From an optimization exercise on the open Yosys and OpenROAD flow, aimed at small area, a short achievable clock period and few clock cycles; shortcuts taken in it are not production practice. Function was checked by simulation only, so behaviour that the tests miss may differ from the original.

**design/flow/run.sh**
```bash
#!/bin/bash
# synth_recipe.tcl (not shown) runs the flow's synth.tcl, then flattens the netlist and writes it again
# the make line also repeats each setting of config.mk as NAME=value (left out here)
make -C /OpenROAD-flow-scripts/flow DESIGN_CONFIG=/design/flow/config.mk WORK_HOME=/design/flow/orfs CLKGATE_MAP_FILE= SYNTH_SCRIPT=/design/flow/synth_recipe.tcl finish
```
**design/flow/config.mk**
```make
export PLATFORM = sky130hd
export DESIGN_NAME = mult_div_unit
export DESIGN_NICKNAME = mult_div_unit
export VERILOG_FILES = /design/flow/design.v
export SDC_FILE = /design/flow/constraint.sdc
export NUM_CORES = 4
export LEC_CHECK = 0
export CAP_MARGIN = 20
export CORE_MARGIN = 2
export CORE_UTILIZATION = 40
export SLEW_MARGIN = 20
```
**design/flow/constraint.sdc**
```tcl
create_clock -name core_clock -period 90.0 [get_ports {clk}]
set_input_delay 18.0000 -clock core_clock [delete_from_list [all_inputs] [get_ports {clk}]]
set_output_delay 18.0000 -clock core_clock [all_outputs]
set_load 0.01 [all_outputs]
```
**design/flow/design.v**
```verilog
`default_nettype none
module mult_div_unit #(
    parameter int RM = 8,    
    parameter int RD = 2     
) (
    input  logic        clk,
    input  logic        reset,
    input  logic        start,
    input  logic [2:0]  op,
    input  logic [31:0] RD1,
    input  logic [31:0] RD2,
    output logic        busy,
    output logic [31:0] HI,
    output logic [31:0] LO
);
    localparam int ND = RM / 2;           
    localparam int W  = 32 + RM + 1;      
    localparam logic [4:0] c_mul_last = 5'(32 / RM - 1);
    localparam logic [1:0] ST_MUL  = 2'd0;
    localparam logic [1:0] ST_MFIX = 2'd1;
    localparam logic [1:0] ST_PREP = 2'd2;
    localparam logic [1:0] ST_ITER = 2'd3;
    logic        r_busy;
    logic [1:0]  r_st;
    logic [4:0]  r_cnt;
    logic        r_sgnd;      
    logic        r_aneg;      
    logic        r_mprev;     
    logic        r_dummy;     
    logic [31:0] r_b;
    logic [31:0] r_hi;
    logic [31:0] r_lo;
    wire w_mul  = (r_st == ST_MUL);
    wire w_mfix = (r_st == ST_MFIX);
    wire w_prep = (r_st == ST_PREP);
    wire w_iter = (r_st == ST_ITER);
    wire w_div  = r_st[1];
    wire w_bneg = r_sgnd & r_b[31];
    wire w_qneg = r_aneg ^ w_bneg;
    logic [4:0]  w_amt;
    logic [33:0] w_sh;
    assign w_amt = w_iter ? r_cnt : 5'd0;
    assign w_sh  = {{2{w_bneg}}, r_b} << w_amt;
    logic [32:0] w_a33;           
    logic        w_hext;
    logic [W-1:0] w_sum;
    assign w_a33  = {w_bneg, w_sh[31:0]};
    assign w_hext = r_hi[31] & (r_sgnd | ~w_div);
    always_comb begin
        logic [W-1:0] acc;
        logic [2:0]   bits;
        logic         one, two, neg;
        logic [33:0]  pp;
        acc = {{(W-32){w_hext}}, r_hi};
        for (int j = 0; j < ND; j++) begin
            bits = {r_lo[2*j+1], r_lo[2*j], (j == 0) ? r_mprev : r_lo[2*j-1]};
            one  = bits[1] ^ bits[0];
            two  = (bits == 3'b100) || (bits == 3'b011);
            neg  = bits[2];
            if (!w_mul) begin
                one = (j == 0);
                two = 1'b0;
                neg = (j == 0) && w_div && !w_qneg;
            end
            pp  = ({34{one}} & {w_a33[32], w_a33}) | ({34{two}} & {w_a33, 1'b0});
            pp  = pp ^ {34{neg}};
            acc = acc + (W'({{(W-34){pp[33]}}, pp}) << (2*j)) + (W'(neg) << (2*j));
        end
        w_sum = acc;
    end
    logic [34:0] w_t1;
    logic        w_acc1;
    assign w_t1   = w_sum[34:0];
    assign w_acc1 = r_aneg ? (w_t1[34] || (w_t1 == 35'd0)) : !w_t1[34];
    logic [31:0]   w_r_nxt;
    logic [RD-1:0] w_q;
    logic          w_take1;
    logic [31:0]   w_r1;
    assign w_take1 = w_acc1 && !r_dummy;
    assign w_r1    = w_take1 ? w_t1[31:0] : r_hi;
    generate
        if (RD == 2) begin : g_rd2
            logic [32:0] w_d2;
            logic [34:0] w_t2;
            logic        w_acc2;
            assign w_d2   = w_sh[33:1];
            assign w_t2   = w_qneg ? ({{3{w_r1[31] & r_sgnd}}, w_r1} + {{2{w_d2[32]}}, w_d2})
                                   : ({{3{w_r1[31] & r_sgnd}}, w_r1} - {{2{w_d2[32]}}, w_d2});
            assign w_acc2 = r_aneg ? (w_t2[34] || (w_t2 == 35'd0)) : !w_t2[34];
            assign w_r_nxt = w_acc2 ? w_t2[31:0] : w_r1;
            assign w_q     = {w_take1 ^ w_qneg, w_acc2 ^ w_qneg};
        end else begin : g_rd1
            assign w_r_nxt = w_r1;
            assign w_q     = w_take1 ^ w_qneg;
        end
    endgenerate
    logic [31:0] w_am, w_bm;
    logic [5:0]  w_la, w_lb;
    logic [5:0]  w_s;
    logic [4:0]  w_cnt0;
    assign w_am = r_hi ^ {32{r_aneg}};
    assign w_bm = r_b ^ {32{w_bneg}};
    always_comb begin
        w_la = 6'd0;
        w_lb = 6'd1;
        for (int i = 0; i < 32; i++) begin
            if (w_am[i]) w_la = 6'(i + 1);
            if (w_bm[i]) w_lb = 6'(i + 1);
        end
    end
    assign w_s    = w_la + {5'd0, r_aneg} - w_lb;
    assign w_cnt0 = (RD == 2) ? (w_s[4:0] | 5'd1) : w_s[4:0];
    wire w_div0 = (r_b == 32'd0);
    wire w_acc_md = !r_busy && start && !op[2];
    wire w_mthi   = !r_busy && start && (op == 3'd4);
    wire w_mtlo   = !r_busy && start && (op == 3'd5);
    wire w_last   = (RD == 2) ? (r_cnt == 5'd1) : (r_cnt == 5'd0);
    wire w_m31    = r_lo[RM-1];
    always_ff @(posedge clk or negedge reset) begin
        if (!reset) begin
            r_busy  <= 1'b0;
            r_st    <= ST_MUL;
            r_cnt   <= 5'd0;
            r_sgnd  <= 1'b0;
            r_aneg  <= 1'b0;
            r_mprev <= 1'b0;
            r_dummy <= 1'b0;
        end else if (!r_busy) begin
            if (w_acc_md) begin
                r_busy  <= 1'b1;
                r_st    <= op[1] ? ST_PREP : ST_MUL;
                r_cnt   <= c_mul_last;
                r_sgnd  <= !op[0];
                r_aneg  <= !op[0] && RD1[31];
                r_mprev <= 1'b0;
            end
        end else begin
            case (r_st)
                ST_MUL: begin
                    r_mprev <= r_lo[RM-1];
                    r_cnt   <= r_cnt - 5'd1;
                    if (r_cnt == 5'd0) begin
                        if (!r_sgnd && w_m31) r_st <= ST_MFIX;
                        else r_busy <= 1'b0;
                    end
                end
                ST_MFIX: r_busy <= 1'b0;
                ST_PREP: begin
                    r_cnt   <= w_cnt0;
                    r_dummy <= (RD == 2) && !w_s[0];
                    r_st    <= ST_ITER;
                    if (w_div0 || !w_acc1) r_busy <= 1'b0;
                end
                default: begin
                    r_cnt   <= r_cnt - 5'(RD);
                    r_dummy <= 1'b0;
                    if (w_last) r_busy <= 1'b0;
                end
            endcase
        end
    end
    always_ff @(posedge clk) begin
        if (w_acc_md) r_b <= RD2;
    end
    always_ff @(posedge clk or negedge reset) begin
        if (!reset) begin
            r_hi <= '0;
            r_lo <= '0;
        end else if (!r_busy) begin
            if (w_acc_md || w_mthi) r_hi <= RD1 & {32{op[1] | op[2]}};
            if (w_acc_md || w_mtlo) r_lo <= RD1;
        end else begin
            case (r_st)
                ST_MUL: begin
                    r_hi <= w_sum[RM+31:RM];
                    r_lo <= {w_sum[RM-1:0], r_lo[31:RM]};
                end
                ST_MFIX: r_hi <= w_sum[31:0];
                ST_PREP: begin
                    if (w_acc1 && w_qneg) r_hi <= w_sum[31:0];
                    r_lo <= {32{w_div0 || (w_acc1 && w_qneg)}};
                end
                default: begin
                    r_hi <= w_r_nxt;
                    r_lo <= {r_lo[31-RD:0], w_q};
                end
            endcase
        end
    end
    assign busy = r_busy;
    assign HI   = r_hi;
    assign LO   = r_lo;
endmodule
`default_nettype wire
```
==> notes.md <==
==> registers in the layout, indices dropped and copies added, names as in the netlist <==
signal   count
r_b         32
r_hi        32
r_lo        32
r_cnt        5
r_st         2
r_aneg       1
r_busy       1
r_dummy      1
r_mprev      1
r_sgnd       1
==> through the flow <==
stage | hold WS (ps) | std cells
2_1_floorplan | 537 | 2869
3_3_place_gp | 529 | 3567
3_5_place_dp | 538 | 3568
4_1_cts | 556 | 3584
5_1_grt | 581 | 3585
6_report | 557 | 3585
==> kinds of logic (layout without fill, tap and decap cells) <==
logic type / Yosys count / after routing
AND/OR/NAND/NOR: 734 / 734
adder cells (fa/ha/maj): 244 / 244
buffers and inverters: 453 / 421
multiplexers: 101 / 101
XOR/XNOR: 235 / 235
AO/OA/AOI/OAI: 994 / 994
flip-flops: 108 / 108
==> per-layer routing <==
| metal | global-route usage, % | vias to the layer above | part of all wire, % |
|---|---|---|---|
| met5 | 0 | - | 0.012 |
| met2 | 50.6 | 1383 | 43 |
| met1 | 46.1 | 11800 | 42 |
| met3 | 6.51 | 233 | 9.9 |
| li1 | - | 10600 | - |
| met4 | 16.9 | 2 | 5.5 |
==> Yosys cell counts, types with 8 or more instances <==
| master | n |
|---|---|
| mux2_2 | 17 |
| dfrtp_1 | 76 |
| o31ai_1 | 25 |
| a32oi_1 | 8 |
| nor2_1 | 194 |
| a31oi_1 | 32 |
| inv_1 | 201 |
| nand4_1 | 24 |
| nand3_1 | 82 |
| and3_1 | 37 |
| o22ai_1 | 148 |
| o211ai_1 | 27 |
| and2_1 | 35 |
| mux4_2 | 24 |
| nand2_1 | 187 |
| buf_2 | 22 |
| a221o_1 | 17 |
| nor3_1 | 50 |
| o21ai_1 | 18 |
| o21bai_1 | 11 |
| mux2i_1 | 57 |
| edfxtp_1 | 32 |
| fa_1 | 109 |
| o21ai_0 | 116 |
| a211o_1 | 8 |
| nor2b_1 | 17 |
| o221ai_1 | 18 |
| a311oi_1 | 9 |
| xnor2_1 | 169 |
| xor2_1 | 66 |
| a21boi_0 | 9 |
| buf_1 | 18 |
| a221oi_1 | 78 |
| or4_1 | 10 |
| or2_2 | 13 |
| o21a_1 | 13 |
| ha_1 | 135 |
| a21o_1 | 88 |
| nand2b_1 | 13 |
| nor4_1 | 9 |
| a22oi_1 | 41 |
| or3_1 | 26 |
| clkbuf_1 | 194 |
| a211oi_1 | 57 |
| a21oi_1 | 185 |
==> how the worst min path moves through the flow <==
| stage | startpoint | to | slack [ps] | depth (start not counted) |
|---|---|---|---|---|
| after floorplan | r_lo[30] | r_lo[30] | 540 | 1 |
| after detailed placement | r_lo[31] | r_lo[31] | 540 | 1 |
| after CTS | r_lo[31] | r_lo[31] | 560 | 1 |
| after global routing | r_lo[31] | r_lo[31] | 580 | 1 |
| final | r_lo[31] | r_lo[31] | 560 | 1 |
| after global placement | r_lo[31] | r_lo[31] | 530 | 1 |
==> area by class of cell <==
type,instances,area [µm²]
flip-flops and latches,108,2870
clock buffers,9,225
repair buffers,200,1850
inverters,205,769
fillers,5564,30600
multi-input cells,2308,17800
clock inverters,7,91.3
well taps,748,936
==> tab_implementation.tex <==
\begin{tabular}{lr}
\hline
Metric & Value \\
\hline
\multicolumn{2}{l}{\textbf{Route}} \\
\quad DRC violation total after the first TritonRoute iteration & 3070 \\
\quad Number of detailed-route iterations in the first pass & 6 \\
\quad Vias per inst & 6.68 \\
\quad Number of remaining DRC errors & 0 \\
\quad Total number of vias & 24000 \\
\quad Average wire per cell in the routed design & 27.4 µm \\
\quad Drt total wl & 98300 µm \\
\quad Post-detailed-route count of antenna-violating nets & 0 \\
\multicolumn{2}{l}{\textbf{Synth}} \\
\quad XOR/XNOR Fraction of Synth Area & 9.20\% \\
\quad Count of cell types in the netlist & 105 \\
\quad Syn Std Cell Area & 22400 µm² \\
\quad Dominant combinational cell family by area after synthesis & compound AO/OA/AOI/OAI gates \\
\quad Post-Synthesis Net Count & 3183 \\
\quad Flop and latch count out of synthesis & 108 \\
\quad FFs w/ async S/R, synth & 70.4\% \\
\quad Most used flip-flop cell after synthesis & dfrtp\_1 \\
\quad Share of synthesized cell area in full adder, half adder and majority cells & 17.3\% \\
\quad Number of warnings reported in the yosys synthesis log & 1 \\
\quad Post-synth EDFFs & 32 \\
\quad Yosys top cell by area & fa\_1 \\
\quad Fraction of synthesized area in multiplexers & 6.04\% \\
\quad Seq/Total Area, Yosys & 12.8\% \\
\quad Gate Count Post-Synth & 2869 \\
\quad Area fraction of the dominant cell type after synthesis & 9.75\% \\
\quad Syn\_area\_per\_cell & 7.80 µm² \\
\quad Area fraction in compound gates after synthesis & 30.6\% \\
\quad Share of synthesized cell area in and, or, nand and nor gates & 16.0\% \\
\quad Dominant cells by area after synthesis & fa\_1 (9.8\%), dfrtp\_1 (8.5\%), ha\_1 (7.6\%) \\
\multicolumn{2}{l}{\textbf{STA}} \\
\quad Max-slew violations & 0 \\
\quad Slew at the pin with the worst max-slew slack & 1140 ps \\
\quad Final critical-path required period & 19820 ps \\
\quad Achievable clock frequency & 50.5 MHz \\
\quad Setup violators final & 0 \\
\quad Accumulated negative setup slack & 0 ps \\
\quad Portion of the clock cycle consumed by the worst path in the final layout & 22.0\% \\
\quad Count of final hold-check violations & 0 \\
\quad Setup slack after layout & 70180 ps \\
\quad Max Clock Skew & 25.7 ps \\
\quad Unrepaired setup endpoints after global routing & false \\
\quad Slew margin rel. & 22.0\% \\
\multicolumn{2}{l}{\textbf{Critical path}} \\
\quad Startpoint-to-endpoint class of the critical path & register to primary output \\
\quad Endpoint of the most critical setup path & HI[18] \\
\quad Endpoint arrival time on the critical path & 1820 ps \\
\quad Critical path, cell by cell & clkdlybuf4s50\_1 \\
\quad Reg-to-reg setup timing slack & 74270 ps \\
\quad Number of stages on the worst setup path & 1 \\
\quad Critical path startpoint category & register \\
\quad Slowest stage delay, CP & 750 ps \\
\quad Combined buffer and inverter count along the critical path & 1 \\
\quad Reg2Reg Capture Point & r\_hi[24] \\
\quad Crit path capture type & primary output \\
\quad CP top delay family & flip-flops \\
\quad Cells on worst reg2reg path & 41 \\
\quad Critical Path Fanout Max & 11 \\
\quad Max stage delay cell, worst path & dfrtp\_1 \\
\quad Required time of the critical path & 72000 ps \\
\quad Launch point of the worst path & r\_hi[18] \\
\quad Reg-to-Reg Start & r\_cnt[2] \\
\multicolumn{2}{l}{\textbf{GRT}} \\
\quad Congestion Overflow GR & 0 \\
\quad First-pass GRT wire length & 147000 µm \\
\quad Initial antenna violation count & 5 \\
\quad Overall fraction of global-route tracks in use & 33.7\% \\
\quad Number of global-route vias before repair & 22900 \\
\quad Largest net degree at the start of global routing & 77 \\
\multicolumn{2}{l}{\textbf{Clocking}} \\
\quad Number of cells upsized or downsized after cts & 0 \\
\quad Number of buffers created by CTS & 9 \\
\quad Max Buffers Root-to-Sink & 2 \\
\quad H-tree levels & 3 \\
\quad Worst-Skew Late Latency & 410 ps \\
\quad Clock-pin slew on the worst setup and hold paths & 100 ps \\
\quad Hold-fix buffers, CTS & 0 \\
\quad TritonCTS clock tree & done \\
\quad Clk sink count & 108 \\
\quad Total setup buffers inserted after CTS & 0 \\
\quad Cell at the root of the clock tree & clkbuf\_16 \\
\multicolumn{2}{l}{\textbf{Finish}} \\
\quad Commonest non-fill, non-tap cell in the layout & inv\_1 \\
\quad Final instance area & 24600 µm² \\
\quad Highest-count cells in the layout ignoring fill and taps & inv\_1 (201), nor2\_1 (192), nand2\_1 (184), a21oi\_1 (181), xnor2\_1 (168) \\
\quad Number of inserted diodes & 0 \\
\quad Final nets & 3146 \\
\quad Core Util, Final & 44.5\% \\
\quad Area growth, synth to finish & 9.78\% \\
\quad Fraction of layout cells with a size suffix above 1 & 6.56\% \\
\multicolumn{2}{l}{\textbf{Job}} \\
\quad Max-Cap Viols & 0 \\
\multicolumn{2}{l}{\textbf{Floorplan}} \\
\quad Height of the die & 240 µm \\
\quad Width of the die & 240 µm \\
\quad Top-Level Pins & 135 \\
\quad Number of rows in the core area & 86 \\
\quad Die Area & 57800 µm² \\
\quad Core Footprint & 55200 µm² \\
\quad Initial standard-cell utilization of the core & 40.5\% \\
\multicolumn{2}{l}{\textbf{Place}} \\
\quad Final weighted congestion in routability-driven placement & 0.960 \\
\quad Total of buffers placed on input and output ports & 134 \\
\quad Post-DP HPWL & 76100 µm \\
\quad DP Area & 24200 µm² \\
\quad Place WS & 69710 ps \\
\multicolumn{2}{l}{\textbf{Outcome}} \\
\quad Status & complete, no violations \\
\multicolumn{2}{l}{\textbf{Hold path}} \\
\quad Worst hold path class & register to register \\
\hline
\end{tabular}
Testbench counts, summed over its fixed seeds: cycles 11,306.

[separate check: timing with driven ports]
The results above use ideal ports. As a check the final layout listed here was re-extracted and re-timed, cells and wires unchanged.
Step 1 sets driving cells, clkbuf_16 on the clock port and buf_2 on the other inputs (assumed; they add their load-dependent delay and slew).
Step 2, shift: input delay + t, output delay - t, t = (earliest + latest rising clock arrival at the registers) / 2. This alone moves slack from input paths to output paths.
Slacks: ideal / step 1 / step 2; pairs: ideal / step 1.
shift t [ns]: 0.454
setup WS [ns]: 70.181 / 70.126 / 69.832
slew at the worst register clock pin (ns): 0.10 / 0.10
After both steps this run still meets setup and hold. The setup slack of this run moves by -0.055 ns with the drivers and by -0.349 ns with both steps.
